Background: an optimization exercise with open tools, aiming at a short achievable clock period and few clock cycles. Do not read the settings as production practice.
The RTL was checked by simulation tests, not by an equivalence proof against the original design.
No activity file was given, so power comes from the tool's default toggle rates.

### design.v
`timescale 1ns/1ps
`default_nettype none
package isa_pkg;
    localparam int xlen = 32;
    typedef logic [4:0]      reg_idx_t;
    typedef logic [xlen-1:0] word_t;
    typedef logic [4:0]      shamt_t;
    typedef enum logic [4:0] {
        op_rtype = 5'b00000,
        op_j     = 5'b00001,
        op_bne   = 5'b00010,
        op_addi  = 5'b00101,
        op_blt   = 5'b00110,
        op_sw    = 5'b00111,
        op_lw    = 5'b01000
    } opcode_t;
    typedef enum logic [4:0] {
        alu_add = 5'b00000,
        alu_sub = 5'b00001,
        alu_and = 5'b00010,
        alu_or  = 5'b00011,
        alu_sll = 5'b00100,
        alu_sra = 5'b00101
    } alu_op_t;
    localparam int op_hi    = 31;
    localparam int op_lo    = 27;
    localparam int rd_hi    = 26;
    localparam int rd_lo    = 22;
    localparam int rs_hi    = 21;
    localparam int rs_lo    = 17;
    localparam int rt_hi    = 16;
    localparam int rt_lo    = 12;
    localparam int shamt_hi = 11;
    localparam int shamt_lo = 7;
    localparam int aluop_hi = 6;
    localparam int aluop_lo = 2;
    localparam int imm_hi   = 16;
    localparam int imm_lo   = 0;
    localparam int imm_w    = 17;
    localparam int jt_w     = 27;    
endpackage
`default_nettype wire
`timescale 1ns/1ps
`default_nettype none
package pipe_pkg;
    typedef struct packed {
        logic    reg_write;
        logic    mem_read;
        logic    mem_write;
        logic    use_imm;        
        logic    is_branch_ne;
        logic    is_branch_lt;
        logic    is_jump;
        logic [4:0] alu_op;
    } ctrl_t;
    typedef struct packed {
        logic [31:0]insn;
        logic [31:0]pc_plus1;
    } fd_t;
    typedef struct packed {
        ctrl_t            ctrl;
        logic [4:0]        rd;
        logic [4:0]        rs;
        logic [4:0]        rt;            
        logic [4:0]          shamt;
        logic [31:0]           imm;
        logic [26:0]  jump_target;
        logic [31:0]           pc_plus1;
        logic [31:0]           op_a;
        logic [31:0]           op_b;
    } dx_t;
    typedef struct packed {
        ctrl_t    ctrl;
        logic [4:0]rd;
        logic [31:0]   alu_result;
        logic [31:0]   store_data;
    } xm_t;
    typedef struct packed {
        logic     reg_write;
        logic     mem_read;
        logic [4:0]rd;
        logic [31:0]   alu_result;
        logic [31:0]   load_data;
    } mw_t;
    typedef enum logic [1:0] {
        fwd_none = 2'b00,
        fwd_xm   = 2'b01,
        fwd_mw   = 2'b10
    } fwd_sel_t;
endpackage
`default_nettype wire
`timescale 1ns/1ps
`default_nettype none
module pc_counter #(
    parameter logic [31:0] reset_pc = '0
) (
    input  wire   clock,
    input  wire   rst,
    input  wire   stall,
    input  wire   redirect,
    input  isa_pkg::word_t redirect_pc,
    output isa_pkg::word_t pc,
    output isa_pkg::word_t pc_next_seq
);
    assign pc_next_seq = pc + isa_pkg::word_t'(1);    
    always_ff @(posedge clock) begin
        if (rst) begin
            pc <= reset_pc;
        end else if (redirect) begin
            pc <= redirect_pc;       
        end else if (!stall) begin
            pc <= pc_next_seq;
        end
    end
endmodule
`default_nettype wire
`timescale 1ns/1ps
`default_nettype none
module pipe_reg #(
    parameter int width = 1
) (
    input  wire      clock,
    input  wire      rst,
    input  wire      hold,
    input  wire      bubble,
    input  wire [width-1:0] d,
    output logic [width-1:0] q
);
    always_ff @(posedge clock) begin
        if (rst || bubble) begin
            q <= '0;
        end else if (!hold) begin
            q <= d;
        end
    end
endmodule
`default_nettype wire
`timescale 1ns/1ps
`default_nettype none
module decode_stage (
    input  pipe_pkg::fd_t      fd,
    output isa_pkg::reg_idx_t ctrl_read_reg_a,
    output isa_pkg::reg_idx_t ctrl_read_reg_b,
    input  isa_pkg::word_t    data_read_reg_a,
    input  isa_pkg::word_t    data_read_reg_b,
    output pipe_pkg::dx_t      dx
);
    isa_pkg::opcode_t opcode;
    pipe_pkg::ctrl_t   ctrl;
    logic    reads_rd;
    assign opcode   = isa_pkg::opcode_t'(fd.insn[isa_pkg::op_hi:isa_pkg::op_lo]);
    assign reads_rd = (opcode == isa_pkg::op_sw) || (opcode == isa_pkg::op_bne) || (opcode == isa_pkg::op_blt);
    assign ctrl_read_reg_a = fd.insn[isa_pkg::rs_hi:isa_pkg::rs_lo];
    assign ctrl_read_reg_b = reads_rd ? fd.insn[isa_pkg::rd_hi:isa_pkg::rd_lo] : fd.insn[isa_pkg::rt_hi:isa_pkg::rt_lo];
    always_comb begin
        ctrl = '0;
        case (opcode)
            isa_pkg::op_rtype: begin
                ctrl.reg_write = 1'b1;
                ctrl.alu_op    = isa_pkg::alu_op_t'(fd.insn[isa_pkg::aluop_hi:isa_pkg::aluop_lo]);
            end
            isa_pkg::op_addi: begin
                ctrl.reg_write = 1'b1;
                ctrl.use_imm   = 1'b1;
            end
            isa_pkg::op_lw: begin
                ctrl.reg_write = 1'b1;
                ctrl.mem_read  = 1'b1;
                ctrl.use_imm   = 1'b1;
            end
            isa_pkg::op_sw: begin
                ctrl.mem_write = 1'b1;
                ctrl.use_imm   = 1'b1;   
            end
            isa_pkg::op_bne:  ctrl.is_branch_ne = 1'b1;
            isa_pkg::op_blt:  ctrl.is_branch_lt = 1'b1;
            isa_pkg::op_j:    ctrl.is_jump      = 1'b1;
            default: ctrl = '0;          
        endcase
    end
    always_comb begin
        dx             = '0;
        dx.ctrl        = ctrl;
        dx.rd          = fd.insn[isa_pkg::rd_hi:isa_pkg::rd_lo];
        dx.rs          = ctrl_read_reg_a;
        dx.rt          = ctrl_read_reg_b;
        dx.shamt       = fd.insn[isa_pkg::shamt_hi:isa_pkg::shamt_lo];
        dx.imm         = {{(isa_pkg::xlen-isa_pkg::imm_w){fd.insn[isa_pkg::imm_hi]}}, fd.insn[isa_pkg::imm_hi:isa_pkg::imm_lo]};
        dx.jump_target = fd.insn[isa_pkg::jt_w-1:0];
        dx.pc_plus1    = fd.pc_plus1;
        dx.op_a        = data_read_reg_a;
        dx.op_b        = data_read_reg_b;
    end
endmodule
`default_nettype wire
`timescale 1ns/1ps
`default_nettype none
module ks_add #(
    parameter int W = 32
) (
    input  wire [W-1:0] a,
    input  wire [W-1:0] b,
    input  wire         cin,
    output wire [W-1:0] sum,
    output wire         cout
);
    localparam int L = 5;       
    logic [W-1:0] g [0:L];
    logic [W-1:0] p [0:L];
    logic [W-1:0] hp;
    assign hp = a ^ b;
    always_comb begin
        g[0] = a & b;
        p[0] = hp;
        g[0][0] = (a[0] & b[0]) | (hp[0] & cin);
        for (int l = 0; l < L; l++) begin
            for (int i = 0; i < W; i++) begin
                if (i >= (1 << l)) begin
                    g[l+1][i] = g[l][i] | (p[l][i] & g[l][i - (1 << l)]);
                    p[l+1][i] = p[l][i] & p[l][i - (1 << l)];
                end else begin
                    g[l+1][i] = g[l][i];
                    p[l+1][i] = p[l][i];
                end
            end
        end
    end
    assign sum  = hp ^ {g[L][W-2:0], cin};
    assign cout = g[L][W-1];
endmodule
module slt32 (
    input  wire [31:0] a,
    input  wire [31:0] b,
    output wire        lt
);
    logic [31:0] l [0:5];
    logic [31:0] e [0:5];
    always_comb begin
        l[0] = ~a & b;
        l[0][31] = a[31] & ~b[31];
        e[0] = ~(a ^ b);
        for (int k = 0; k < 5; k++) begin
            for (int i = 0; i < 32; i++) begin
                l[k+1][i] = 1'b0;
                e[k+1][i] = 1'b0;
            end
            for (int i = 0; i < (32 >> (k + 1)); i++) begin
                l[k+1][i] = l[k][2*i+1] | (e[k][2*i+1] & l[k][2*i]);
                e[k+1][i] = e[k][2*i+1] & e[k][2*i];
            end
        end
    end
    assign lt = l[5][0];
endmodule
`default_nettype wire
`timescale 1ns/1ps
`default_nettype none
module execute_stage (
    input  pipe_pkg::dx_t      dx,
    input  pipe_pkg::fwd_sel_t fwd_a,
    input  pipe_pkg::fwd_sel_t fwd_b,
    input  isa_pkg::word_t    xm_result,
    input  isa_pkg::word_t    mw_result,
    output pipe_pkg::xm_t      xm,
    output logic     redirect,
    output isa_pkg::word_t    redirect_pc
);
    isa_pkg::word_t src_a;
    isa_pkg::word_t src_b;
    isa_pkg::word_t alu_a;
    isa_pkg::word_t alu_b;
    isa_pkg::word_t alu_result;
    logic  is_branch;
    logic  not_equal;
    logic  less_than;
    logic  branch_taken;
    function automatic isa_pkg::word_t fwd_mux(input pipe_pkg::fwd_sel_t sel, input isa_pkg::word_t reg_val,
                                      input isa_pkg::word_t xm_val, input isa_pkg::word_t mw_val);
        case (sel)
            pipe_pkg::fwd_xm:  fwd_mux = xm_val;
            pipe_pkg::fwd_mw:  fwd_mux = mw_val;
            default: fwd_mux = reg_val;
        endcase
    endfunction
    assign src_a = fwd_mux(fwd_a, dx.op_a, xm_result, mw_result);    
    assign src_b = fwd_mux(fwd_b, dx.op_b, xm_result, mw_result);    
    assign is_branch = dx.ctrl.is_branch_ne || dx.ctrl.is_branch_lt;
    always_comb begin
        if (is_branch) begin
            alu_a = src_b;
            alu_b = src_a;
        end else begin
            alu_a = src_a;
            alu_b = dx.ctrl.use_imm ? dx.imm : src_b;
        end
    end
    alu u_alu (
        .op        (dx.ctrl.alu_op),
        .a         (alu_a),
        .b         (alu_b),
        .shamt     (dx.shamt),
        .result    (alu_result),
        .not_equal (not_equal),
        .less_than (less_than)
    );
    assign branch_taken = (dx.ctrl.is_branch_ne && not_equal) ||
                          (dx.ctrl.is_branch_lt && less_than);
    assign redirect     = branch_taken || dx.ctrl.is_jump;
    always_comb begin
        if (dx.ctrl.is_jump) begin
            redirect_pc = {{(isa_pkg::xlen-isa_pkg::jt_w){1'b0}}, dx.jump_target};
        end else begin
            redirect_pc = dx.pc_plus1 + dx.imm;      
        end
    end
    always_comb begin
        xm            = '0;
        xm.ctrl       = dx.ctrl;
        xm.rd         = dx.rd;
        xm.alu_result = alu_result;
        xm.store_data = src_b;       
    end
endmodule
`default_nettype wire
`timescale 1ns/1ps
`default_nettype none
module hazard_unit (
    input  isa_pkg::word_t    fd_insn,
    input  pipe_pkg::dx_t      dx,
    input  pipe_pkg::xm_t      xm,
    input  pipe_pkg::mw_t      mw,
    input  wire      redirect,
    output pipe_pkg::fwd_sel_t fwd_a,
    output pipe_pkg::fwd_sel_t fwd_b,
    output logic     stall,
    output logic     flush
);
    isa_pkg::opcode_t  fd_op;
    isa_pkg::reg_idx_t fd_rs;
    isa_pkg::reg_idx_t fd_src_b;
    logic     fd_uses_rs;
    logic     fd_uses_b;
    logic     fd_reads_rd;
    logic     xm_writes;
    logic     mw_writes;
    assign xm_writes = xm.ctrl.reg_write && !xm.ctrl.mem_read && (xm.rd != '0);
    assign mw_writes = mw.reg_write && (mw.rd != '0);
    always_comb begin
        if (xm_writes && (xm.rd == dx.rs)) begin
            fwd_a = pipe_pkg::fwd_xm;
        end else if (mw_writes && (mw.rd == dx.rs)) begin
            fwd_a = pipe_pkg::fwd_mw;
        end else begin
            fwd_a = pipe_pkg::fwd_none;
        end
    end
    always_comb begin
        if (xm_writes && (xm.rd == dx.rt)) begin
            fwd_b = pipe_pkg::fwd_xm;
        end else if (mw_writes && (mw.rd == dx.rt)) begin
            fwd_b = pipe_pkg::fwd_mw;
        end else begin
            fwd_b = pipe_pkg::fwd_none;
        end
    end
    assign fd_op       = isa_pkg::opcode_t'(fd_insn[isa_pkg::op_hi:isa_pkg::op_lo]);
    assign fd_rs       = fd_insn[isa_pkg::rs_hi:isa_pkg::rs_lo];
    assign fd_reads_rd = (fd_op == isa_pkg::op_sw) || (fd_op == isa_pkg::op_bne) || (fd_op == isa_pkg::op_blt);
    assign fd_src_b    = fd_reads_rd ? fd_insn[isa_pkg::rd_hi:isa_pkg::rd_lo] : fd_insn[isa_pkg::rt_hi:isa_pkg::rt_lo];
    assign fd_uses_rs  = (fd_op != isa_pkg::op_j);
    assign fd_uses_b   = fd_reads_rd || (fd_op == isa_pkg::op_rtype);
    assign stall = dx.ctrl.mem_read && (dx.rd != '0) &&
                   ((fd_uses_rs && (fd_rs == dx.rd)) ||
                    (fd_uses_b && (fd_src_b == dx.rd)));
    assign flush = redirect;
endmodule
`default_nettype wire
`timescale 1ns/1ps
`default_nettype none
module processor #(
    parameter logic [31:0] reset_pc = '0
) (
    input  wire      clock,
    input  wire      rst,
    output isa_pkg::word_t    address_imem,
    input  isa_pkg::word_t    q_imem,
    output isa_pkg::word_t    address_dmem,
    output isa_pkg::word_t    data,
    output logic     wren,
    input  isa_pkg::word_t    q_dmem,
    output logic     ctrl_write_enable,
    output isa_pkg::reg_idx_t ctrl_write_reg,
    output isa_pkg::reg_idx_t ctrl_read_reg_a,
    output isa_pkg::reg_idx_t ctrl_read_reg_b,
    output isa_pkg::word_t    data_write_reg,
    input  isa_pkg::word_t    data_read_reg_a,
    input  isa_pkg::word_t    data_read_reg_b
);
    logic [31:0] pc;
    logic [31:0] pc_plus1;
    logic [4:0]  f_op;
    logic [4:0]  f_rd, f_rs, f_rt, f_aop;
    logic        f_is_r, f_is_addi, f_is_lw, f_is_sw, f_is_bne, f_is_blt, f_is_jump;
    logic        f_is_branch;
    logic        f_reads_rd;
    logic [4:0]  f_rb;
    logic        f_we;
    logic [9:0]  f_tgt_lo;
    logic [22:0] f_tgt_hi;
    logic [31:0] f_target;
    logic [31:0] f_next;
    assign address_imem = pc;
    function automatic logic [31:0] inc32(input logic [31:0] v);
        logic [31:0] c;
        c[0] = 1'b1;
        for (int i = 1; i < 32; i++) c[i] = c[i-1] & v[i-1];
        inc32 = v ^ c;
    endfunction
    function automatic logic [22:0] inc23(input logic [22:0] v);
        logic [22:0] c;
        c[0] = 1'b1;
        for (int i = 1; i < 23; i++) c[i] = c[i-1] & v[i-1];
        inc23 = v ^ c;
    endfunction
    function automatic logic [22:0] dec23(input logic [22:0] v);
        logic [22:0] c;
        c[0] = 1'b1;
        for (int i = 1; i < 23; i++) c[i] = c[i-1] & ~v[i-1];
        dec23 = v ^ c;
    endfunction
    assign pc_plus1 = inc32(pc);
    assign f_op  = q_imem[31:27];
    assign f_rd  = q_imem[26:22];
    assign f_rs  = q_imem[21:17];
    assign f_rt  = q_imem[16:12];
    assign f_aop = q_imem[6:2];
    assign f_is_r      = (f_op == isa_pkg::op_rtype);
    assign f_is_addi   = (f_op == isa_pkg::op_addi);
    assign f_is_lw     = (f_op == isa_pkg::op_lw);
    assign f_is_sw     = (f_op == isa_pkg::op_sw);
    assign f_is_bne    = (f_op == isa_pkg::op_bne);
    assign f_is_blt    = (f_op == isa_pkg::op_blt);
    assign f_is_jump   = (f_op == isa_pkg::op_j);
    assign f_is_branch = f_is_bne || f_is_blt;
    assign f_reads_rd  = f_is_sw || f_is_branch;
    assign f_rb        = f_reads_rd ? f_rd : f_rt;
    assign f_we        = (f_is_r || f_is_addi || f_is_lw) && (f_rd != 5'd0);
    logic        f_short;
    logic [22:0] pc_hi_inc, pc_hi_dec;
    assign f_short   = (q_imem[16:8] == {9{q_imem[8]}});
    assign pc_hi_inc = inc23(pc[31:9]);
    assign pc_hi_dec = dec23(pc[31:9]);
    ks_add #(.W(9)) u_tgt (
        .a (pc[8:0]), .b (q_imem[8:0]), .cin (1'b1), .sum (f_tgt_lo[8:0]), .cout (f_tgt_lo[9])
    );
    always_comb begin
        case ({q_imem[8], f_tgt_lo[9]})
            2'b01:   f_tgt_hi = pc_hi_inc;
            2'b10:   f_tgt_hi = pc_hi_dec;
            default: f_tgt_hi = pc[31:9];
        endcase
    end
    assign f_target = {f_tgt_hi, f_tgt_lo[8:0]};
    localparam int BHT_BITS = 4;
    logic [1:0]          bht [0:(1 << BHT_BITS) - 1];
    logic [BHT_BITS-1:0] f_bidx;
    logic                f_early_ok;     
    logic                f_early_ne;     
    logic                f_pred_taken;
    assign f_bidx = pc[BHT_BITS-1:0];
    always_comb begin
        if (f_is_jump)         f_next = {5'b0, q_imem[26:0]};
        else if (f_pred_taken) f_next = f_target;
        else                   f_next = pc_plus1;
    end
    logic        x_valid;
    logic        x_live;         
    logic        r_redirect;     
    logic [31:0] r_alt;          
    logic [4:0]  x_rd;
    logic [4:0]  x_rs;
    logic [4:0]  x_rb;
    logic [4:0]  x_shamt;
    logic [31:0] x_imm;
    logic        x_we_d;         
    logic        x_use_imm;      
    logic        x_sub;
    logic        x_sel_sum, x_sel_and, x_sel_or, x_sel_sll, x_sel_sra;
    logic        x_lw_d, x_sw_d, x_bne_d, x_blt_d;
    logic        x_addi_we;      
    logic [31:0] x_negimm;       
    logic        x_pred;         
    logic [31:0] x_pc1;          
    logic [31:0] x_target;       
    logic [BHT_BITS-1:0] x_bidx;
    logic        x_bne_pt, x_bne_pn, x_blt_pt, x_blt_pn;    
    logic        x_fa_alu, x_fa_ld, x_fb_alu, x_fb_ld;
    assign ctrl_read_reg_a = x_rs;
    assign ctrl_read_reg_b = x_rb;
    logic        m_we;
    logic        m_load;
    logic        m_store;
    logic [4:0]  m_rd;
    logic [31:0] m_result;
    logic [31:0] m_data;
    logic        w_we;
    logic [4:0]  w_rd;
    logic [31:0] w_val;
    logic [31:0] src_a, src_b;
    logic [31:0] addend, sum, shl, sra, x_result;
    assign src_a = x_fa_alu ? m_result : x_fa_ld ? q_dmem : data_read_reg_a;
    assign src_b = x_fb_alu ? m_result : x_fb_ld ? q_dmem : data_read_reg_b;
    assign addend = x_use_imm ? x_imm : (src_b ^ {32{x_sub}});
    ks_add #(.W(32)) u_add (
        .a (src_a), .b (addend), .cin (x_sub), .sum (sum), .cout ()
    );
    assign shl    = src_a << x_shamt;
    assign sra    = isa_pkg::word_t'($signed(src_a) >>> x_shamt);
    assign x_result = ({32{x_sel_sum}} & sum) |
                      ({32{x_sel_and}} & (src_a & src_b)) |
                      ({32{x_sel_or}}  & (src_a | src_b)) |
                      ({32{x_sel_sll}} & shl) |
                      ({32{x_sel_sra}} & sra);
    logic x_ne, x_lt, x_mispredict, x_we;
    assign x_ne = (src_b != src_a);
    slt32 u_lt (.a (src_b), .b (src_a), .lt (x_lt));
    logic x_taken;
    assign x_taken      = (x_bne_d && x_ne) || (x_blt_d && x_lt);
    assign x_mispredict = x_live && ((x_bne_pt && !x_ne) || (x_bne_pn && x_ne) ||
                                      (x_blt_pt && !x_lt) || (x_blt_pn && x_lt));
    assign f_early_ok = f_is_bne && x_live && x_addi_we && !x_fa_alu && !x_fa_ld &&
                        (((f_rd == x_rd) && (f_rs == 5'd0)) || ((f_rs == x_rd) && (f_rd == 5'd0)));
    assign f_early_ne = (data_read_reg_a != x_negimm);     
    assign f_pred_taken = f_is_branch && f_short && (f_early_ok ? f_early_ne : bht[f_bidx][1]);
    ks_add #(.W(32)) u_xtgt (
        .a (x_pc1), .b (x_imm), .cin (1'b0), .sum (x_target), .cout ()
    );
    assign x_we   = x_live && x_we_d;
    assign x_live = x_valid && !r_redirect;
    always_ff @(posedge clock) begin
        if (rst) begin
            pc      <= reset_pc;
            x_valid <= 1'b0;
        end else if (r_redirect) begin
            pc      <= r_alt;
            x_valid <= 1'b0;
        end else begin
            pc      <= f_next;
            x_valid <= 1'b1;
        end
    end
    always_ff @(posedge clock) begin
        x_rd      <= f_rd;
        x_rs      <= f_rs;
        x_rb      <= f_rb;
        x_shamt   <= q_imem[11:7];
        x_imm     <= {{15{q_imem[16]}}, q_imem[16:0]};
        x_addi_we <= f_is_addi && (f_rd != 5'd0);
        x_negimm  <= inc32(~{{15{q_imem[16]}}, q_imem[16:0]});
        x_pred    <= f_pred_taken;
        x_pc1     <= pc_plus1;
        x_bidx    <= f_bidx;
        x_bne_pt  <= f_is_bne &&  f_pred_taken;
        x_bne_pn  <= f_is_bne && !f_pred_taken;
        x_blt_pt  <= f_is_blt &&  f_pred_taken;
        x_blt_pn  <= f_is_blt && !f_pred_taken;
        x_we_d    <= f_we;
        x_use_imm <= f_is_addi || f_is_lw || f_is_sw;
        x_sub     <= f_is_r && (f_aop == isa_pkg::alu_sub);
        x_sel_sum <= f_is_addi || f_is_lw || f_is_sw ||
                     (f_is_r && ((f_aop == isa_pkg::alu_add) || (f_aop == isa_pkg::alu_sub)));
        x_sel_and <= f_is_r && (f_aop == isa_pkg::alu_and);
        x_sel_or  <= f_is_r && (f_aop == isa_pkg::alu_or);
        x_sel_sll <= f_is_r && (f_aop == isa_pkg::alu_sll);
        x_sel_sra <= f_is_r && (f_aop == isa_pkg::alu_sra);
        x_lw_d    <= f_is_lw;
        x_sw_d    <= f_is_sw;
        x_bne_d   <= f_is_bne;
        x_blt_d   <= f_is_blt;
        x_fa_alu  <= x_we && !x_lw_d && (x_rd == f_rs);
        x_fa_ld   <= x_we &&  x_lw_d && (x_rd == f_rs);
        x_fb_alu  <= x_we && !x_lw_d && (x_rd == f_rb);
        x_fb_ld   <= x_we &&  x_lw_d && (x_rd == f_rb);
    end
    logic [1:0]          x_bctr;
    logic                m_bvalid;
    logic [1:0]          m_bctr_inc, m_bctr_dec;
    logic                m_btaken;
    logic [BHT_BITS-1:0] m_bidx;
    assign x_bctr = bht[x_bidx];
    always_ff @(posedge clock) begin
        if (rst) m_bvalid <= 1'b0;
        else     m_bvalid <= x_live && (x_bne_d || x_blt_d);
        m_btaken   <= x_taken;
        m_bidx     <= x_bidx;
        m_bctr_inc <= (x_bctr == 2'b11) ? 2'b11 : x_bctr + 2'd1;
        m_bctr_dec <= (x_bctr == 2'b00) ? 2'b00 : x_bctr - 2'd1;
    end
    always_ff @(posedge clock) begin
        if (rst) begin
            for (int i = 0; i < (1 << BHT_BITS); i++) bht[i] <= 2'b10;
        end else if (m_bvalid) begin
            bht[m_bidx] <= m_btaken ? m_bctr_inc : m_bctr_dec;
        end
    end
    always_ff @(posedge clock) begin
        if (rst) r_redirect <= 1'b0;
        else     r_redirect <= x_mispredict;
        r_alt <= x_pred ? x_pc1 : x_target;
    end
    always_ff @(posedge clock) begin
        if (rst) begin
            m_we    <= 1'b0;
            m_load  <= 1'b0;
            m_store <= 1'b0;
            w_we    <= 1'b0;
        end else begin
            m_we    <= x_we;
            m_load  <= x_live && x_lw_d;
            m_store <= x_live && x_sw_d;
            w_we    <= m_we;
        end
    end
    always_ff @(posedge clock) begin
        m_rd     <= x_rd;
        m_result <= x_result;
        m_data   <= src_b;
        w_rd     <= m_rd;
        w_val    <= m_load ? q_dmem : m_result;
    end
    assign address_dmem      = m_result;
    assign data              = m_data;
    assign wren              = m_store;
    assign ctrl_write_enable = w_we;
    assign ctrl_write_reg    = w_rd;
    assign data_write_reg    = w_val;
endmodule
`default_nettype wire
### flow/run.sh
#!/bin/bash
# Standard layout with two changes to synthesis: no adder-cell mapping step
# (ADDER_MAP_FILE empty), and ABC maps with flow/speed.abc, a depth-oriented
# script, so that the prefix adders in the RTL keep their short depth.
# Ports are buffered with buf_4 cells (the placer's default pick was a delay
# buffer, which the footprint-matched resizing could not replace).
set -euo pipefail
HERE=$(pwd)
cat flow/abc_override.tcl synth_recipe.tcl > my_synth.tcl
sed "s#SYNTH_SCRIPT=[^ ]*#SYNTH_SCRIPT=$HERE/my_synth.tcl#" standard.sh > my_standard.sh
export MY_ABC_SCRIPT=$HERE/flow/speed.abc
export ADDER_MAP_FILE=
export BUFFER_PORTS_ARGS="-buffer_cell sky130_fd_sc_hd__buf_4"
bash my_standard.sh > orfs_make.log 2>&1
### flow/abc_override.tcl
# Technology mapping with our own ABC script (flow/speed.abc) instead of the
# platform's; everything else in synthesis is the standard script's.
proc abc {args} {
  set i [lsearch -exact $args -script]
  if { $i >= 0 } { lset args [expr { $i + 1 }] $::env(MY_ABC_SCRIPT) }
  puts "abc with our script: $args"
  yosys abc {*}$args
}
### flow/speed.abc
strash
balance
&get -n
&dch -f
&nf {D}
&put
buffer -c
upsize -c {D}
dnsize -c {D}
stime -p
### standard.sh
#!/bin/bash
# synth_recipe.tcl (not shown) runs the flow's synth.tcl, then flattens the netlist and writes it again
# the make line also repeats each setting of config.mk as NAME=value (left out here)
make -C /OpenROAD-flow-scripts/flow DESIGN_CONFIG=/design/flow/config.mk WORK_HOME=/design/flow/orfs CLKGATE_MAP_FILE= SYNTH_SCRIPT=/design/flow/synth_recipe.tcl "${@:-finish}"
### config.mk
export PLATFORM = sky130hd
export DESIGN_NAME = processor
export DESIGN_NICKNAME = processor
export VERILOG_FILES = /design/flow/design.v
export SDC_FILE = /design/flow/constraint.sdc
export NUM_CORES = 4
export LEC_CHECK = 0
export CAP_MARGIN = 20
export CORE_MARGIN = 2
export CORE_UTILIZATION = 40
export PLACE_DENSITY = 0.6
export SETUP_SLACK_MARGIN = 4.0
export SLEW_MARGIN = 20
export TNS_END_PERCENT = 100
### constraint.sdc
create_clock -name core_clock -period 5.8 [get_ports {clock}]
set_input_delay 1.1600 -clock core_clock [delete_from_list [all_inputs] [get_ports {clock}]]
set_output_delay 1.1600 -clock core_clock [all_outputs]
set_load 0.01 [all_outputs]
==> results of run 1 <==
worst paths after layout:
path                            slack [ns]             from                   end  depth (start not counted)
worst max-delay path                  2.46  x_fa_ld$_DFF_P_  m_result[19]$_DFF_P_                         14
worst min-delay path                  0.32  m_rd[0]$_DFF_P_       w_rd[0]$_DFF_P_                          0
worst max register to register        2.46  x_fa_ld$_DFF_P_  m_result[19]$_DFF_P_                         14
worst min register to register        0.32  m_rd[0]$_DFF_P_       w_rd[0]$_DFF_P_                          0
power by group:
group / internal [uW] / switching [uW] / leakage [uW] / total, uW
logic: 906 / 1130 / 0.0101 / 2040
registers: 2380 / 136 / 0.00277 / 2520
clock network: 1620 / 1080 / 0.000679 / 2700
total: 4910 / 2340 / 0.0136 / 7250
per-stage QoR:
| step | area (um^2) | setup slack, ns | std cells |
|---|---|---|---|
| finish | 35130 | 2.457 | 4127 |
| global route | 35130 | 2.405 | 4127 |
| CTS | 32470 | 2.569 | 3999 |
| detailed placement | 26290 | 1.167 | 3713 |
| global placement | 26280 | 0.7791 | 3713 |
| floorplan | 23950 | 2.391 | 2841 |
kinds of logic (layout without fill, tap and decap cells):
family	count (synthesis)	count (layout)
compound gates	852	852
xor+xnor	217	217
flops	325	325
simple gates	913	915
fa+ha+maj	26	26
buf+inv	241	775
other cells	0	2
mux	267	267
worst register-to-register path, cell delays in order (launching register included):
cell and delay (ns):
dfxtp_4 0.36, buf_4 0.16, buf_12 0.13, clkbuf_16 0.16, mux2_4 0.36, mux2i_4 0.28
a311oi_1 0.10, maj3_1 0.41, a31oi_2 0.25, o31ai_4 0.09, a21oi_4 0.24, nor2_1 0.07
nor2_1 0.12, xor2_1 0.08, o211ai_1 0.38
what timing repair did:
item                       in CTS  in global routing
pin swaps                     106                140
setup buffers                 199                120
setup endpoints to repair     357                301
gates cloned                   14                  6
resized for setup             752                324
registers in the layout, summed over array words and instances (netlist names), 2 cells and up:
name        flops
bht            32
m_bctr_dec      2
m_bctr_inc      2
m_bidx          4
m_data         32
m_rd            5
m_result       32
pc             32
r_alt          32
w_rd            5
w_val          32
x_bidx          4
x_imm          16
x_negimm       18
x_pc1          32
x_rb            5
x_rd            5
x_rs            5
synth_stat cells, types with 26 or more instances:
| master | instances |
|---|---|
| o211ai_1 | 49 |
| xnor2_1 | 137 |
| nand3_1 | 54 |
| inv_1 | 42 |
| a21oi_1 | 231 |
| dfxtp_1 | 293 |
| a211oi_1 | 29 |
| a311oi_1 | 26 |
| edfxtp_1 | 32 |
| nand2_1 | 320 |
| nor2_1 | 293 |
| xor2_1 | 79 |
| mux2i_1 | 149 |
| a31oi_1 | 69 |
| mux2_2 | 103 |
| nor2b_1 | 53 |
| a211o_1 | 34 |
| nor3_1 | 48 |
| maj3_1 | 26 |
| a21o_1 | 28 |
| o21ai_0 | 229 |
| clkbuf_1 | 133 |
| nor4_1 | 26 |
| buf_2 | 26 |
metal layers:
layer  vias to the layer above  global-route usage [%]  routed length (um)
met3                       406                   5.685                8110
met2                      1362                   59.78               52040
li1                      11350                       -                   -
met4                         0                   25.93                9509
met5                         -                       0                   0
met1                     12380                   42.26               41730
area by class of cell:
cell class	count	share of cell area [%]
inverters	47	0.5450
clock buffers	59	3.313
flip-flops and latches	325	20.58
repair buffers	654	18.61
clock inverters	14	0.6554
well taps	748	2.664
diodes	2	0.01425
multi-input cells	2277	53.60
repair inverters	1	0.02137
==> results by group, run 1 <==
Run status
  • Outcome: complete, no violations

Floorplanning
  • Row Count: 86
  • Die Ht: 241.0 um
  • DIE AREA: 58,060 um^2
  • Die W: 241.0 um
  • Starting density of the core: 40.61%
  • # IOs: 275
  • Core Box Area: 55,310 um^2

Run
  • MaxCap Viol Count: 0

Synth
  • Yosys warns: 10
  • Mux contribution to synthesized area: 13.27%
  • Post-synth ARST share: 0%
  • Mapped Area: 22,460 um^2
  • Synth Area in Adders: 1.159%
  • Largest family of logic cells by synthesized area: compound AO/OA/AOI/OAI gates
  • Yosys top cell area share: 26.12%
  • Synth area leaders: dfxtp_1 26%, mux2i_1 6.6%, nand2_1 5.3%
  • Seq/Total Area, Yosys: 30.39%
  • Mapped Cells: 2,841
  • Top FF cell, synth: dfxtp_1
  • Synth Area in Simple Gates: 18.43%
  • Syn avg cell area: 7.906 um^2
  • Count of different cell masters after synthesis: 81
  • Post-synthesis xor/xnor area fraction: 8.495%
  • Dominant cell type by area after synthesis: dfxtp_1
  • Post-synth EDFFs: 32
  • Synthesized flop and latch total: 325
  • Complex-gate fraction of the synthesized area: 23.83%
  • Syn_nets: 2,971

Critical path
  • Max stage delay on crit path: 0.41 ns
  • Crit-path cells: buf_4, buf_12, clkbuf_16, mux2_4, mux2i_4, a311oi_1, maj3_1, a31oi_2, o31ai_4, a21oi_4, nor2_1, nor2_1, xor2_1, o211ai_1
  • Critical path arrival: 3.79 ns
  • CP Capture Type: flip-flop
  • CP max-delay cell: maj3_1
  • Worst-path maximum fanout: 4
  • Crit-path most repeated cell: nor2_1
  • WS Path Type: reg2reg
  • CP top delay family: compound AO/OA/AOI/OAI gates
  • Startpoint types: flip-flop
  • CP Buf/Inv Count: 3
  • Critical path required time: 6.25 ns

Clocking
  • Clk sinks: 325
  • Root Driver: clkbuf_16
  • Worst-path clk slew: 0.06 ns
  • CTS tree: built
  • Clk buf depth: 3
  • Worst-skew pair later-pin latency: 0.59 ns
  • Hold buffers post-CTS: 0
  • Num CTS Buffers: 40
  • H-tree levels: 2

GRT
  • Global Route Usage Sum: 35.98%
  • Largest net degree at the start of global routing: 63
  • Initial antenna violation count: 2
  • Total grt overflow: 0
  • Vias in the first global route: 24,180
  • First-pass GRT wire length: 155.3 mm

Pwr
  • Worst vdd ir: 0.2226 mV
  • Total power: 7253 uW
  • Pleak: 0.01358 uW
  • P per Cell Area: 206.5 nW/um^2

Cells and area
  • Area of the multi-input gates: 18,830 um^2
  • Commonest non-fill, non-tap cells in the layout: 400 x buf_4, 291 x nand2_1, 235 x nor2_1
  • Share of layout cells above drive strength 1: 46.79%
  • Area Growth Syn to Fin: 56.40%
  • Final net count: 3,476
  • Reg area: 7229 um^2
  • Most common cell after layout, fill and taps aside: buf_4
  • # fillers: 4,553
  • Post-layout util: 63.51%

Route
  • Drt first pass iters: 8
  • Vias per inst: 6.178
  • Drt drc: 0
  • Post-DR wirelength/cell: 26.99 um
  • WL final: 111.4 mm
  • Detail Route Antenna Nets: 0
  • Vias: 25,500
  • Iter 0 DRT Violations: 2,082

STA
  • Max-Slew Margin vs Limit: 23.67%
  • Fmax: 299.1 MHz
  • Final Hold Viols: 0
  • Worst Clk Skew: 0.02536 ns
  • Fin. max-slew vios: 0
  • # setup viols final: 0
  • Final min period: 3.343 ns
  • Setup TNS: 0 ns
  • Final period utilization: 57.64%
  • Actual transition at the worst max-transition pin: 1.145 ns
  • Hold_ws: 0.3226 ns
  • RSZ-0062 raised after global routing: true

Min path
  • Worst hold path class: reg2reg

Place
  • Placer Congestion: 1.026
  • I/O Buffers: 274
  • Post-DP HPWL: 75.32 mm
Testbench counts, summed over its fixed seeds: cycles 158,071.
==> run 2, diff against run 1 <==
==> flow/speed.abc (replaced) <==
strash
&get -n
&st
&if -g
&st
&dch -f
&nf {D}
&put
buffer -c
upsize -c {D}
dnsize -c {D}
stime -p
==> run 2 against run 1 <==
Still clean. Synthesized cell count stayed put. Register-to-register slack worse by 0.12 ns. Critical path depth is 3 lower. Setup slack worse by 0.12 ns. Sequential power hardly changed. Critical endpoint is now m_result[23]$_DFF_P_. Largest power group unchanged. Highest routed layer unchanged.
==> results by group, run 2 <==
Run status
  • Outcome: complete, no violations

Synth
  • Mapped Area: 23,930 um^2 (+6.5%)
  • Top cells by count, synth: 303 x nand2_1, 293 x dfxtp_1, 201 x nor2_1
  • Post-synth ARST share: 0% (unchanged)
  • Synth area leaders: dfxtp_1 25%, mux4_2 6.3%, mux2_2 5.6%
  • Yosys warns: 10 (unchanged)
  • Seq/Total Area, Yosys: 28.53% (-1.9 points)
  • Synthesized flop and latch total: 325 (unchanged)
  • Yosys top cell area share: 24.51% (-1.6 points)
  • Syn_nets: 2,971 (unchanged)
  • Dominant cell type by area after synthesis: dfxtp_1
  • Syn avg cell area: 8.422 um^2 (+6.5%)
  • Top FF cell, synth: dfxtp_1
  • Post-synth EDFFs: 32 (unchanged)
  • Count of different cell masters after synthesis: 94 (+16%)
  • Mapped Cells: 2,841 (unchanged)
  • Most numerous cell in the Yosys netlist: nand2_1

Floorplanning
  • Die W: 248.6 um (+3.2%)
  • # IOs: 275 (unchanged)
  • Core Box Area: 59,130 um^2 (+6.9%)
  • Row Count: 89 (+3.5%)
  • Die Ht: 248.6 um (+3.2%)
  • Starting density of the core: 40.46% (-0.15 points)
  • DIE AREA: 61,790 um^2 (+6.4%)

Cells and area
  • Most common cell after layout, fill and taps aside: buf_4
  • Area Growth Syn to Fin: 57.99%
  • Final net count: 3,574 (+2.8%)
  • Share of layout cells above drive strength 1: 51.75% (+5.0 points)
  • Commonest non-fill, non-tap cells in the layout: 499 x buf_4, 255 x nand2_1, 202 x buf_6
  • # fillers: 4,667 (+2.5%)

Critical path
  • WS Path Type: reg2reg
  • Reg-to-Reg Start: x_fa_ld$_DFF_P_
  • Critical path arrival: 3.99 ns (+0.20 ns)
  • CP Capture Type: flip-flop
  • Worst-path maximum fanout: 11 (+7)
  • R2R Path End: m_result[23]$_DFF_P_
  • Cells on worst reg2reg path: 11 (-3)
  • Startpoint types: flip-flop
  • R2R Setup Slk: 2.33 ns (-0.12 ns)
  • Critical path required time: 6.32 ns (+0.07 ns)

Clocking
  • Hold buffers post-CTS: 0 (unchanged)
  • Clk buf depth: 3 (unchanged)
  • Worst-skew pair later-pin latency: 0.62 ns (+0.03 ns)
  • H-tree levels: 2 (unchanged)
  • Num CTS Buffers: 42 (+5.0%)
  • Root Driver: clkbuf_16
  • Clk sinks: 325 (unchanged)
  • CTS tree: built
  • Worst-path clk slew: 0.06 ns (about the same)

Place
  • I/O Buffers: 274 (unchanged)
  • Post-DP HPWL: 81.41 mm (+8.1%)
  • Placer Congestion: 1.044 (+1.8%)

STA
  • Actual transition at the worst max-transition pin: 1.323 ns (+0.1776 ns)
  • Max-Slew Margin vs Limit: 11.73% (-12 points)
  • RSZ-0062 raised after global routing: true
  • Fin. max-slew vios: 0 (unchanged)
  • Final period utilization: 59.74% (+2.1 points)
  • Final Hold Viols: 0 (unchanged)
  • Final min period: 3.465 ns (+0.1221 ns)
  • # setup viols final: 0 (unchanged)
  • Hold_ws: 0.3270 ns (+0.004441 ns)
  • Worst Clk Skew: 0.03213 ns (+0.006768 ns)
  • Setup TNS: 0 ns (unchanged)
  • Fmax: 288.6 MHz (-3.5%)

GRT
  • Initial antenna violation count: 3 (+1)
  • First-pass GRT wire length: 175.4 mm (+13%)
  • Global Route Usage Sum: 37.62% (+1.6 points)
  • Met1 global-route usage: 44.32% (+2.1 points)
  • Total grt overflow: 0 (unchanged)
  • Vias in the first global route: 26,150 (+8.2%)
  • Met2 Use GR: 60.27% (+0.49 points)
  • GRT busiest layer: met2
  • Met3 Use GR: 7.579% (+1.9 points)
  • Largest net degree at the start of global routing: 64 (+1.6%)

Route
  • Drt first pass iters: 26 (+18)
  • Vias per inst: 6.529 (+5.7%)
  • Iter 0 DRT Violations: 2,905 (+40%)
  • Vias: 27,770 (+8.9%)
  • Post-DR wirelength/cell: 29.17 um (+8.1%)
  • Drt drc: 0 (unchanged)
  • Detail Route Antenna Nets: 0 (unchanged)
  • WL final: 124.1 mm (+11%)

Pwr
  • Worst vdd ir: 0.2263 mV (+1.7%)
  • Pleak: 0.01456 uW (+7.2%)
  • Sequential group share of total power: 32.9% (-1.8 points)
  • Cell-internal power: 5088 uW (+3.7%)
  • P per Cell Area: 202.7 nW/um^2 (-1.8%)
  • Logic pwr share: 29.9% (+1.8 points)
  • Sw power: 2576 uW (+9.9%)
  • Clk pwr share: 37.2% (about the same)
  • Switching Share: 33.61% (+1.3 points)

Min path
  • HP Start: m_rd[0]$_DFF_P_
  • Worst hold path class: reg2reg
  • Hold Crit Depth: 0 (unchanged)
  • Hold Crit Endpoint: w_rd[0]$_DFF_P_

Run
  • MaxCap Viol Count: 0 (unchanged)
==> run 2: cell count changes after synthesis, moves of 40 or more <==
cell	before	now
a21oi_1	231	155
mux2i_1	149	105
nand4_1	25	68
nand3_1	54	94
nor2_1	293	201
o21ai_1	8	49
o21ai_0	229	163
mux4_2	13	67
==> run 2: cell type report <==
class | count | area (um^2) | area share, %
Timing Repair Buffer | 763 | 7307 | 19.33
Antenna cell | 2 | 5.005 | 0.01324
Inverter | 53 | 249.0 | 0.6587
Clock buffer | 59 | 1266 | 3.350
Clock inverter | 19 | 236.5 | 0.6256
Tap cell | 773 | 967.2 | 2.559
Timing Repair inverter | 2 | 25.02 | 0.06620
Sequential cell | 325 | 7233 | 19.13
Multi-Input combinational cell | 2257 | 20510 | 54.26
==> run 2: routing by layer <==
metal  part of all wire (%)  vias up
met4                    9.4        0
met2                     46     1808
met3                    8.5      536
met5                      0        -
met1                     36    13510
li1                       -    11920
==> run 2: cell families (layout without fill, tap and decap cells) <==
logic type,Yosys count,after routing,share of synthesized area [%]
and+or+nand+nor,953,959,19.81
AOI/OAI and AO/OA,784,784,21.79
DFF,325,325,28.53
muxes,313,313,17.65
buffers and inverters,265,896,4.863
xor gates and xnor gates,201,201,7.358
other,0,2,0
==> run 2: what timing repair did <==
| action | 4_1_cts | 5_1_grt |
|---|---|---|
| endpoints found under the setup margin | 376 | 300 |
| pin swaps | 186 | 181 |
| buffers inserted | 289 | 139 |
| hold endpoints to repair | 0 | 0 |
| resized for setup | 820 | 313 |
| gates cloned | 15 | 3 |
==> run 2: stage by stage <==
step,util (%),instances,cell area [um^2],worst slack [ns],total power [uW]
global placement,46.68,3727,27600,1.217,4096
finish,63.93,4253,37800,2.335,7664
detailed placement,46.68,3727,27600,1.175,4104
CTS,59.52,4109,35190,2.539,7361
floorplan,-,2841,25330,2.166,3551
global route,63.92,4251,37800,2.313,7872
==> run 2: worst max-delay path by stage <==
stage,depth (start not counted),startpoint,to,slack (ns)
2_1_floorplan,12,q_imem[17],pc[26]$_SDFFE_PP0P_,2.17
3_3_place_gp,13,data_read_reg_a[28],pc[21]$_SDFFE_PP0P_,1.22
3_5_place_dp,13,data_read_reg_a[28],pc[21]$_SDFFE_PP0P_,1.18
4_1_cts,11,q_imem[17],pc[13]$_SDFFE_PP0P_,2.54
5_1_grt,11,x_fa_ld$_DFF_P_,m_result[31]$_DFF_P_,2.31
6_report,11,x_fa_ld$_DFF_P_,m_result[23]$_DFF_P_,2.33
==> run 2: power by group through the flow <==
stage,combinational [uW],sequential (uW),clock (uW)
floorplan,1030,2520,0
global placement,1520,2580,0
detailed placement,1530,2580,0
CTS,1990,2510,2860
global route,2380,2530,2960
finish,2290,2520,2850
==> run 2: worst max-delay path, stage by stage, from the launching register on <==
cell	delay, ns
dfxtp_4	0.44
buf_12	0.18
mux2_2	0.38
mux2i_4	0.43
nand4_1	0.27
buf_4	0.22
a31oi_4	0.24
o31ai_4	0.11
a21oi_1	0.38
o21ai_1	0.17
or4_1	0.45
nand4_1	0.09
==> run 3, diff against run 2 <==
==> flow/speed.abc (replaced) <==
strash
&get -n
&st
&if -g
&st
&put
dch -f
map {D}
buffer -c
upsize -c {D}
dnsize -c {D}
stime -p
==> run 3 against run 2 <==
Flip-flop and latch count unchanged. Setup slack improved by 0.49 ns. Area after synthesis increased by 13%. Sequential share of layout area decreased by 1.9 points. Combinational power increased by 7%. Clock power decreased by 5%. Hold slack improved by 0.0035 ns. Via count increased by 34%. Clock skew increased by 0.0050 ns. Die area increased by 13%. Cell area increased by 11%. Critical path type unchanged. Critical endpoint is now m_result[31]$_DFF_P_.
==> results by group, run 3 <==
Run status
  • Outcome: complete, no violations

Cells and area
  • Fin area: 41,920 um^2 (+11%)
  • Post-layout util: 62.42% (-1.5 points)
  • Area Growth Syn to Fin: 54.41%
  • # fillers: 5,961 (+28%)
  • Most common cell after layout, fill and taps aside: nand2_1
  • Share of layout cells above drive strength 1: 38.68% (-13 points)
  • Commonest non-fill, non-tap cells in the layout: 856 x nand2_1, 409 x buf_4, 341 x nand3_1
  • Final net count: 5,051 (+41%)

Synth
  • Dominant cell type by area after synthesis: dfxtp_1
  • Post-synth EDFFs: 32 (unchanged)
  • Yosys warns: 10 (unchanged)
  • Top cells by count, synth: 1,060 x nand2_1, 429 x nand3_1, 384 x inv_1
  • Post-synth ARST share: 0% (unchanged)
  • Mapped Cells: 4,335 (+53%)
  • Syn_nets: 4,465 (+50%)
  • Synthesized flop and latch total: 325 (unchanged)
  • Seq/Total Area, Yosys: 25.15% (-3.4 points)
  • Synth area leaders: dfxtp_1 22%, nand2_1 15%, nand3_1 7.9%
  • Count of different cell masters after synthesis: 79 (-16%)
  • Top FF cell, synth: dfxtp_1
  • Mapped Area: 27,150 um^2 (+13%)
  • Yosys top cell area share: 21.61% (-2.9 points)
  • Most numerous cell in the Yosys netlist: nand2_1
  • Syn avg cell area: 6.262 um^2 (-26%)

Critical path
  • Critical path arrival: 3.51 ns (-0.48 ns)
  • Worst setup path startpoint: x_fb_ld$_DFF_P_
  • Worst-path maximum fanout: 17 (+6)
  • CP Capture Type: flip-flop
  • Startpoint types: flip-flop
  • Critical path required time: 6.33 ns (about the same)
  • WS Path Type: reg2reg
  • Cells on worst reg2reg path: 12 (+1)
  • Reg-to-Reg Start: x_fb_ld$_DFF_P_
  • R2R Setup Slk: 2.83 ns (+0.49 ns)
  • Setup crit end: m_result[31]$_DFF_P_
  • R2R Path End: m_result[31]$_DFF_P_

Route
  • Met2 WL: 69.08 mm (+22%)
  • Iter 0 DRT Violations: 4,577 (+58%)
  • Drt drc: 0 (unchanged)
  • Routed metal-1 wirelength: 55.08 mm (+22%)
  • Drt first pass iters: 6 (-77%)
  • Detail Route Antenna Nets: 0 (unchanged)
  • Highest routed layer: met5
  • WL final: 159.5 mm (+29%)
  • Vias: 37,280 (+34%)
  • Met3 WL post-DR: 17.30 mm (+64%)
  • Vias per inst: 6.395 (-2.0%)
  • Post-DR wirelength/cell: 27.35 um (-6.2%)

Clocking
  • Clk buf depth: 3 (unchanged)
  • Num CTS Buffers: 41 (-2.4%)
  • Worst-skew pair later-pin latency: 0.63 ns (about the same)
  • CTS tree: built
  • Worst-path clk slew: 0.06 ns (about the same)
  • Clk sinks: 325 (unchanged)
  • H-tree levels: 2 (unchanged)
  • Root Driver: clkbuf_16

Floorplanning
  • Die W: 264.5 um (+6.4%)
  • Starting density of the core: 40.42% (-0.041 points)
  • DIE AREA: 69,970 um^2 (+13%)
  • Row Count: 95 (+6.7%)
  • # IOs: 275 (unchanged)
  • Die Ht: 264.5 um (+6.4%)
  • Core Box Area: 67,160 um^2 (+14%)

STA
  • Worst Clk Skew: 0.03714 ns (+0.005010 ns)
  • RSZ-0062 raised after global routing: true
  • Final min period: 2.974 ns (-0.4913 ns)
  • Actual transition at the worst max-transition pin: 1.029 ns (-0.2931 ns)
  • Final period utilization: 51.27% (-8.5 points)
  • Hold_ws: 0.3305 ns (+0.003467 ns)
  • # setup viols final: 0 (unchanged)
  • Fin. max-slew vios: 0 (unchanged)
  • Setup TNS: 0 ns (unchanged)
  • Fmax: 336.3 MHz (+17%)
  • Final Hold Viols: 0 (unchanged)
  • Max-Slew Margin vs Limit: 31.37% (+20 points)

GRT
  • First-pass GRT wire length: 220.4 mm (+26%)
  • Total grt overflow: 0 (unchanged)
  • Largest net degree at the start of global routing: 70 (+9.4%)
  • Initial antenna violation count: 9 (+6)
  • Global Route Usage Sum: 42.26% (+4.6 points)
  • Vias in the first global route: 34,060 (+30%)

Place
  • Placer Congestion: 1.079 (+3.3%)
  • I/O Buffers: 274 (unchanged)
  • Area after DPL: 30,370 um^2 (+10%)
  • Post-DP HPWL: 106.1 mm (+30%)

Min path
  • Worst hold path class: reg2reg
  • HP Start: m_rd[1]$_DFF_P_

Pwr
  • P per Cell Area: 183.2 nW/um^2 (-9.7%)
  • Pleak: 0.01731 uW (+19%)
  • Worst vdd ir: 0.2284 mV (+0.91%)

Run
  • MaxCap Viol Count: 0 (unchanged)
==> run 3: cell types whose count changed after synthesis, sizes merged, moves of 67 or more <==
cell	before	now
a21oi	155	284
inv	51	396
mux2	129	0
mux2i	117	6
mux4	67	0
nand2	303	1065
nand3	94	437
nand4	68	154
nor2	201	387
o211ai	75	191
o21ai	212	328
xnor2	124	19
==> run 3: how the worst min path moves through the flow <==
stage,endpoint,slack [ns],cells past startpoint
final,w_rd[1]$_DFF_P_,0.33,0
after global routing,w_rd[1]$_DFF_P_,0.33,0
after CTS,w_rd[1]$_DFF_P_,0.33,0
after detailed placement,w_rd[3]$_DFF_P_,0.32,0
after global placement,w_rd[1]$_DFF_P_,0.31,0
after floorplan,w_rd[0]$_DFF_P_,0.31,0
==> run 3: what timing repair did <==
item,CTS,global route
endpoints found under the setup margin,329,322
setup buffers,267,139
hold buffers,0,0
resized for setup,1136,482
pin swaps,307,244
gates cloned,28,12
==> run 3: layout make-up <==
| type | count | area, um^2 | area share (%) |
|---|---|---|---|
| inverters | 400 | 1785 | 4.259 |
| multi-input cells | 3403 | 22530 | 53.76 |
| clock buffers | 54 | 1170 | 2.791 |
| flip-flops and latches | 325 | 7226 | 17.24 |
| diodes | 4 | 10.01 | 0.02388 |
| well taps | 873 | 1092 | 2.606 |
| repair inverters | 8 | 111.4 | 0.2657 |
| clock inverters | 21 | 219.0 | 0.5224 |
| repair buffers | 742 | 7770 | 18.54 |
==> run 3: report_power, final <==
part	leakage (uW)	switching (uW)	internal (uW)
combinational	0.0139	1520	936
clock	0.000672	1180	1530
sequential	0.00277	135	2370
total	0.0173	2840	4840
==> run 3: worst max-delay path: stages, from the launching register on <==
cell and delay (ns):
dfxtp_4 0.40, buf_4 0.16, buf_12 0.12, clkbuf_16 0.18, o211ai_1 0.68, nand4_1 0.25
a22oi_2 0.30, nand4_1 0.14, nor2_2 0.23, nand3_2 0.12, o22ai_2 0.14, o21bai_1 0.08
nand3_1 0.07
==> run 3: stage by stage <==
step                      power [uW]  instances  worst slack (ns)
after detailed placement        4255       5305             1.330
after global routing            7892       5827             2.741
after CTS                       7354       5675             3.059
final                           7678       5830             2.826
after floorplan                 3596       4335             2.946
after global placement          4259       5305             1.308
==> run 3: per-layer routing <==
metal | global-route usage [%] | vias to the layer above
li1 | - | 16450
met1 | 47.30 | 17340
met2 | 66.26 | 2617
met3 | 11.00 | 878
met4 | 38.07 | 4
met5 | 0 | -
==> run 3: cells by family (layout without fill, tap and decap cells) <==
group / Yosys count / count (layout) / synth area share [%]
buffers and inverters: 614 / 1225 / 9.610
XOR/XNOR: 61 / 61 / 1.968
AO/OA/AOI/OAI: 1188 / 1188 / 28.45
AND/OR/NAND/NOR: 2141 / 2148 / 34.60
other: 0 / 4 / 0
multiplexers: 6 / 6 / 0.2212
flip-flops: 325 / 325 / 25.15
==> run 4, diff against run 3 <==
--- a/design.v
+++ b/design.v
@@ -488,7 +488,6 @@
     logic        x_sel_sum, x_sel_and, x_sel_or, x_sel_sll, x_sel_sra;
     logic        x_lw_d, x_sw_d, x_bne_d, x_blt_d;
     logic        x_addi_we;      
-    logic [31:0] x_negimm;       
     logic        x_pred;         
     logic [31:0] x_pc1;          
     logic [31:0] x_target;       
@@ -530,7 +529,7 @@
                                       (x_blt_pt && !x_lt) || (x_blt_pn && x_lt));
     assign f_early_ok = f_is_bne && x_live && x_addi_we && !x_fa_alu && !x_fa_ld &&
                         (((f_rd == x_rd) && (f_rs == 5'd0)) || ((f_rs == x_rd) && (f_rd == 5'd0)));
-    assign f_early_ne = (data_read_reg_a != x_negimm);     
+    assign f_early_ne = |((data_read_reg_a ^ x_imm) ^ {(data_read_reg_a[30:0] | x_imm[30:0]), 1'b0});
     assign f_pred_taken = f_is_branch && f_short && (f_early_ok ? f_early_ne : bht[f_bidx][1]);
     ks_add #(.W(32)) u_xtgt (
         .a (x_pc1), .b (x_imm), .cin (1'b0), .sum (x_target), .cout ()
@@ -556,7 +555,6 @@
         x_shamt   <= q_imem[11:7];
         x_imm     <= {{15{q_imem[16]}}, q_imem[16:0]};
         x_addi_we <= f_is_addi && (f_rd != 5'd0);
-        x_negimm  <= inc32(~{{15{q_imem[16]}}, q_imem[16:0]});
         x_pred    <= f_pred_taken;
         x_pc1     <= pc_plus1;
         x_bidx    <= f_bidx;
==> run 4 against run 3 <==
Cell count shrank 0.98%. Combinational power shrank 2%. Power shrank 1.4%. Fmax grew 2.6%. Die area shrank 2.2%. Clock skew shrank 0.00087 ns. Core utilization shrank 0.90 points. Cell area shrank 3.5%. Non-clock buffer count shrank 21. Routed wire length shrank 2.5%. Sequential power shrank 6%. First-iteration DRC count grew 17%. Critical endpoint is now pc[12]$_SDFFE_PP0P_. Largest cell class unchanged. Highest routed layer unchanged.
==> results by group, run 4 <==
Pwr
  • Pleak: 0.01659 uW (-4.2%)
  • P per Cell Area: 187.2 nW/um^2 (+2.2%)
  • Logic pwr share: 32.0% (about the same)
  • Sequential group share of total power: 31.2% (-1.4 points)
  • Switching Share: 35.80% (-1.2 points)
  • Worst vdd ir: 0.1918 mV (-16%)
  • Cell-internal power: 4860 uW (+0.47%)
  • Clk pwr share: 36.8% (+1.5 points)
  • Sw power: 2711 uW (-4.6%)

STA
  • Setup TNS: 0 ns (unchanged)
  • Actual transition at the worst max-transition pin: 1.279 ns (+0.2498 ns)
  • Final period utilization: 49.98% (-1.3 points)
  • Final Hold Viols: 0 (unchanged)
  • Fin. max-slew vios: 0 (unchanged)
  • Hold_ws: 0.3242 ns (-0.006261 ns)
  • RSZ-0062 raised after global routing: true
  • Worst Clk Skew: 0.03627 ns (-0.0008715 ns)
  • # setup viols final: 0 (unchanged)
  • Max-Slew Margin vs Limit: 13.99% (-17 points)
  • Fmax: 344.9 MHz (+2.6%)
  • Final min period: 2.899 ns (-0.07493 ns)

Critical path
  • CP top delay family: simple AND/OR/NAND/NOR gates
  • Startpoint types: input pin
  • Critical path required time: 6.30 ns (-0.03 ns)
  • R2R Setup Slk: 2.91 ns (+0.08 ns)
  • CP Buf/Inv Count: 3 (unchanged)
  • Crit-path cells: buf_8, nor4_4, nand2_2, buf_6, nor3_4, a21boi_4, o21ai_4, nor2_4, clkbuf_16, nand3_4, o21a_1, a21oi_1
  • CP max-delay cell: nor4_4
  • CP Capture Type: flip-flop
  • Max stage delay on crit path: 0.34 ns (-0.34 ns)
  • Worst-path maximum fanout: 6 (-11)
  • Critical path arrival: 3.40 ns (-0.11 ns)
  • WS Path Type: in2reg

Cells and area
  • Final cell count without fillers: 5,773 (-0.98%)
  • Most common cell after layout, fill and taps aside: nand2_1
  • Share of layout cells above drive strength 1: 36.53% (-2.2 points)
  • Commonest non-fill, non-tap cells in the layout: 886 x nand2_1, 429 x buf_4, 372 x nand3_1
  • Post-layout util: 61.52% (-0.90 points)
  • Area Growth Syn to Fin: 52.33%
  • Fin area: 40,450 um^2 (-3.5%)
  • Final net count: 5,005 (-0.91%)
  • # fillers: 6,011 (+0.84%)

Place
  • I/O Buffers: 274 (unchanged)
  • Cell count after placement: 5,281 (-0.45%)
  • Post-DP HPWL: 106.8 mm (+0.68%)
  • Area after DPL: 29,650 um^2 (-2.4%)
  • Placer Congestion: 1.027 (-4.9%)

Run status
  • Outcome: complete, no violations

GRT
  • Initial antenna violation count: 9 (unchanged)
  • First-pass GRT wire length: 219.7 mm (-0.31%)
  • Vias in the first global route: 33,530 (-1.6%)
  • Total grt overflow: 0 (unchanged)
  • Largest net degree at the start of global routing: 70 (unchanged)
  • Global Route Usage Sum: 42.94% (+0.68 points)

Synth
  • Syn_nets: 4,443 (-0.49%)
  • Mapped Cells: 4,313 (-0.51%)
  • Mapped Area: 26,550 um^2 (-2.2%)
  • Yosys warns: 10 (unchanged)
  • Top cells by count, synth: 1,032 x nand2_1, 444 x nand3_1, 395 x nor2_1
  • Synthesized flop and latch total: 308 (-5.2%)
  • Mux contribution to synthesized area: 0.2639% (+0.043 points)
  • Synth Area in Adders: 0% (unchanged)
  • Synth Area in Simple Gates: 35.00% (+0.40 points)
  • Seq/Total Area, Yosys: 24.43% (-0.72 points)
  • Post-synthesis xor/xnor area fraction: 1.484% (-0.48 points)
  • Count of different cell masters after synthesis: 78 (-1.3%)
  • Top FF cell, synth: dfxtp_1
  • Complex-gate fraction of the synthesized area: 29.78% (+1.3 points)
  • Post-synth EDFFs: 32 (unchanged)
  • Most numerous cell in the Yosys netlist: nand2_1
  • Largest family of logic cells by synthesized area: simple AND/OR/NAND/NOR gates
  • Syn avg cell area: 6.156 um^2 (-1.7%)
  • Dominant cell type by area after synthesis: dfxtp_1
  • Synth area leaders: dfxtp_1 21%, nand2_1 15%, nand3_1 8.4%
  • Post-synth ARST share: 0% (unchanged)
  • Yosys top cell area share: 20.81% (-0.80 points)

Route
  • Post-DR wirelength/cell: 26.92 um (-1.6%)
  • Vias per inst: 6.445 (+0.78%)
  • Routed metal-1 wirelength: 57.90 mm (+5.1%)
  • Vias: 37,210 (-0.21%)
  • Drt first pass iters: 8 (+2)
  • Iter 0 DRT Violations: 5,333 (+17%)
  • Met2 WL: 63.03 mm (-8.8%)
  • Detail Route Antenna Nets: 0 (unchanged)
  • Drt drc: 0 (unchanged)
  • WL final: 155.4 mm (-2.5%)
  • Met3 WL post-DR: 21.35 mm (+23%)
  • Highest routed layer: met5

Floorplanning
  • DIE AREA: 68,450 um^2 (-2.2%)
  • Starting density of the core: 40.38% (about the same)
  • Row Count: 94 (-1.1%)
  • Core Box Area: 65,750 um^2 (-2.1%)
  • # IOs: 275 (unchanged)
  • Die Ht: 261.6 um (-1.1%)
  • Die W: 261.6 um (-1.1%)

Clocking
  • Clk buf depth: 3 (unchanged)
  • Clk sinks: 308 (-5.2%)
  • Root Driver: clkbuf_16
  • CTS tree: built
  • Num CTS Buffers: 39 (-4.9%)
  • Hold buffers post-CTS: 0 (unchanged)
  • Worst-path clk slew: 0.06 ns (about the same)
  • H-tree levels: 2 (unchanged)
  • Worst-skew pair later-pin latency: 0.59 ns (-0.04 ns)

Run
  • MaxCap Viol Count: 0 (unchanged)

Min path
  • Worst hold path class: reg2reg
[run 4: path summary, 6_finish.rpt]
check                         from                    to  depth (start not counted)
setup reg to reg  x_fb_alu$_DFF_P_  m_result[26]$_DFF_P_                         14
hold / removal     m_rd[4]$_DFF_P_       w_rd[4]$_DFF_P_                          0
setup / recovery        q_imem[31]   pc[12]$_SDFFE_PP0P_                         12
hold reg to reg    m_rd[4]$_DFF_P_       w_rd[4]$_DFF_P_                          0
[run 4: per-layer routing]
metal,up-vias,GRT usage (%)
li1,16410,-
met1,17220,55.11
met2,2895,62.59
met3,670,12.34
met4,8,28.20
met5,-,0
[run 4: kinds of logic (layout without fill, tap and decap cells)]
logic type                count (synthesis)  after routing
AOI/OAI and AO/OA                      1236           1238
buffers and inverters                   577           1157
xor gates and xnor gates                 45             45
and+or+nand+nor                        2140           2148
muxes                                     7              7
DFF                                     308            308
other                                     0              6
[run 4: area by class of cell]
type	instances	area, um^2	share of cell area [%]
sequential	308	6900	17.06
timing repair inverter	4	35.03	0.08662
multi-input combinational	3438	22120	54.68
timing repair buffer	721	7249	17.92
tap	864	1081	2.673
antenna	6	15.01	0.03712
clock buffer	55	1157	2.862
clock inverter	14	281.5	0.6961
inverter	363	1610	3.981
[run 4: per-stage QoR]
step,total power (uW),worst slack [ns]
floorplan,3438,3.001
global placement,4092,1.562
detailed placement,4087,1.424
CTS,7296,3.047
global route,7785,2.841
finish,7571,2.901
[run 4: timing repair]
| action | in CTS | in global routing |
|---|---|---|
| pin swaps | 226 | 219 |
| resized for setup | 1093 | 423 |
| endpoints found under the setup margin | 373 | 321 |
| gates cloned | 32 | 5 |
| buffers inserted | 288 | 92 |
[run 4: power groups by stage]
stage / Clock [uW] / Sequential [uW] / Combinational [uW]
finish: 2790 / 2360 / 2420
CTS: 2800 / 2350 / 2150
global placement: 0 / 2410 / 1680
global route: 2880 / 2370 / 2540
detailed placement: 0 / 2410 / 1680
floorplan: 0 / 2380 / 1060
Testbench counts of run 4, summed over its fixed seeds: cycles 158,071.
==> run 5, diff against run 4 <==
==> flow/speed.abc (replaced) <==
strash
&get -n
&st
&if -g
&st
&put
dch -f
map {D}
topo
buffer -c
upsize -c {D}
dnsize -c {D}
upsize -c {D}
dnsize -c {D}
stime -p
==> run 5 against run 4 <==
Hold slack gained 0.0034 ns. Register-to-register slack got worse by 0.06 ns. Largest power group unchanged. Still clean on timing, DRC and antenna. Highest routed layer unchanged. First-iteration DRC count fell by 3.0%.
==> results by group, run 5 <==
Run status
  • Outcome: complete, no violations

Cells and area
  • Share of layout cells above drive strength 1: 36.95% (+0.42 points)
  • # fillers: 6,085 (+1.2%)
  • Area Growth Syn to Fin: 51.95%
  • Final net count: 4,995 (-0.20%)
  • Most common cell after layout, fill and taps aside: nand2_1
  • Commonest non-fill, non-tap cells in the layout: 882 x nand2_1, 420 x buf_4, 366 x nand3_1

Synth
  • Dominant cell type by area after synthesis: dfxtp_1
  • Post-synth EDFFs: 32 (unchanged)
  • Top FF cell, synth: dfxtp_1
  • Synth area leaders: dfxtp_1 21%, nand2_1 14%, nand3_1 8.3%
  • Post-synth ARST share: 0% (unchanged)
  • Mapped Cells: 4,313 (unchanged)
  • Syn avg cell area: 6.185 um^2 (+0.47%)
  • Yosys warns: 10 (unchanged)
  • Syn_nets: 4,443 (unchanged)
  • Most numerous cell in the Yosys netlist: nand2_1

Run
  • MaxCap Viol Count: 0 (unchanged)

Route
  • Post-DR wirelength/cell: 26.94 um (about the same)
  • Vias per inst: 6.418 (-0.41%)
  • WL final: 155.4 mm (about the same)
  • Vias: 37,020 (-0.50%)
  • Detail Route Antenna Nets: 0 (unchanged)
  • Iter 0 DRT Violations: 5,172 (-3.0%)
  • Drt first pass iters: 9 (+1)

GRT
  • Largest net degree at the start of global routing: 70 (unchanged)
  • Vias in the first global route: 34,230 (+2.1%)
  • Initial antenna violation count: 8 (-1)
  • Total grt overflow: 0 (unchanged)
  • First-pass GRT wire length: 223.3 mm (+1.6%)

Pwr
  • Cell-internal power: 4723 uW (-2.8%)
  • Worst vdd ir: 0.2296 mV (+20%)
  • Logic pwr share: 32.2% (+0.2 points)
  • Pleak: 0.01660 uW (about the same)
  • Clk pwr share: 36.2% (-0.6 points)
  • Sequential group share of total power: 31.5% (+0.3 points)
  • Sw power: 2762 uW (+1.9%)

Critical path
  • Critical path arrival: 3.51 ns (+0.11 ns)
  • Max stage delay on crit path: 0.23 ns (-0.11 ns)
  • Worst-path maximum fanout: 5 (-1)
  • CP top delay family: simple AND/OR/NAND/NOR gates
  • CP Buf/Inv Count: 6 (+3)
  • R2R Setup Slk: 2.85 ns (-0.06 ns)
  • Critical path required time: 6.28 ns (-0.02 ns)
  • Startpoint types: input pin
  • Crit-path cells: buf_4, inv_8, nand2_1, nand2_1, nand4_1, nor2_1, nand4_1, buf_4, nor2_4, nor2_4, buf_6, nand3_4, buf_6, buf_12, o211ai_1, o32ai_1
  • WS Path Type: in2reg

Place
  • I/O Buffers: 274 (unchanged)
  • Post-DP HPWL: 107.8 mm (+0.89%)
  • Dpl ws: 1.478 ns (+0.05355 ns)

STA
  • Actual transition at the worst max-transition pin: 1.104 ns (-0.1747 ns)
  • Final min period: 3.028 ns (+0.1287 ns)
  • Max-Slew Margin vs Limit: 25.74% (+12 points)
  • Fmax: 330.3 MHz (-4.3%)
  • Final setup margin: 2.772 ns (-0.1287 ns)
  • Fin. max-slew vios: 0 (unchanged)
  • Hold_ws: 0.3276 ns (+0.003372 ns)
  • Setup TNS: 0 ns (unchanged)
  • Final Hold Viols: 0 (unchanged)

Clocking
  • Root Driver: clkbuf_16
  • Worst-skew pair later-pin latency: 0.60 ns (about the same)
  • CTS tree: built
  • Num CTS Buffers: 40 (+2.6%)
  • H-tree levels: 2 (unchanged)
  • Clk sinks: 308 (unchanged)
  • Clk buf depth: 3 (unchanged)

Min path
  • Worst hold path class: reg2reg

Floorplanning
  • Die Ht: 262.2 um (+0.23%)
  • Row Count: 94 (unchanged)
  • Starting density of the core: 40.50% (+0.12 points)
  • Core Box Area: 65,860 um^2 (+0.18%)
[run 5: final cells by class]
class,count,area (um^2),share of cell area (%)
timing repair inverter,5,51.30,0.1266
clock inverter,23,315.3,0.7779
inverter,363,1629,4.019
multi-input combinational,3430,22080,54.49
antenna,8,20.02,0.04939
timing repair buffer,717,7380,18.21
sequential,308,6884,16.98
tap,864,1081,2.667
clock buffer,50,1089,2.686
[run 5: final timing paths]
| kind | end | from | cells after the start |
|---|---|---|---|
| worst min register to register | w_rd[2]$_DFF_P_ | m_rd[2]$_DFF_P_ | 0 |
| worst min-delay path | w_rd[2]$_DFF_P_ | m_rd[2]$_DFF_P_ | 0 |
| worst max-delay path | pc[26]$_SDFFE_PP0P_ | data_read_reg_a[13] | 16 |
| worst max register to register | pc[26]$_SDFFE_PP0P_ | x_imm[7]$_DFF_P_ | 17 |
[run 5: kinds of logic after synthesis]
family	after synthesis	synth area share (%)
buffers and inverters	577	9.081
muxes	7	0.2627
AOI/OAI and AO/OA	1236	29.90
and+or+nand+nor	2140	34.97
DFF	308	24.32
xor gates and xnor gates	45	1.477
[run 5: routing by layer]
layer | track usage, % | up-vias | share of wire [%] | wire length [um]
li1 | - | 16390 | - | -
met1 | 53.45 | 17170 | 37 | 58160
met2 | 62.49 | 2768 | 41 | 63520
met3 | 13.10 | 686 | 13 | 20520
met4 | 28.72 | 8 | 8.5 | 13140
met5 | 0 | - | 0.028 | 43
[run 5: stage by stage]
step | cell area, um^2 | instances | power, uW
after floorplan | 27380 | 4313 | 3444
after global placement | 29750 | 5282 | 4105
after detailed placement | 29750 | 5282 | 4100
after CTS | 38580 | 5682 | 7261
after global routing | 40520 | 5761 | 7708
final | 40530 | 5768 | 7486
[run 5: power by group through the flow]
stage | Sequential, uW | Clock [uW] | Combinational, uW
after detailed placement | 2410 | 0 | 1690
final | 2360 | 2710 | 2410
after CTS | 2350 | 2720 | 2180
after global placement | 2410 | 0 | 1700
after global routing | 2370 | 2810 | 2530
after floorplan | 2380 | 0 | 1060
[run 5: repair_timing]
item                                   in CTS  in global routing
pin swaps                                 284                186
gates cloned                               36                  0
hold buffers                                0                  0
setup buffers                             291                 77
setup endpoints to repair                 359                325
resized for setup                        1184                340
endpoints found under the hold margin       0                  0

Setup slack of run 5, layout unchanged: 2.772 ns with ideal ports, 2.777 ns with driving cells assumed (clock clkbuf_16, inputs buf_2), 2.136 ns with port delays also shifted by the 0.641 ns mid clock arrival.
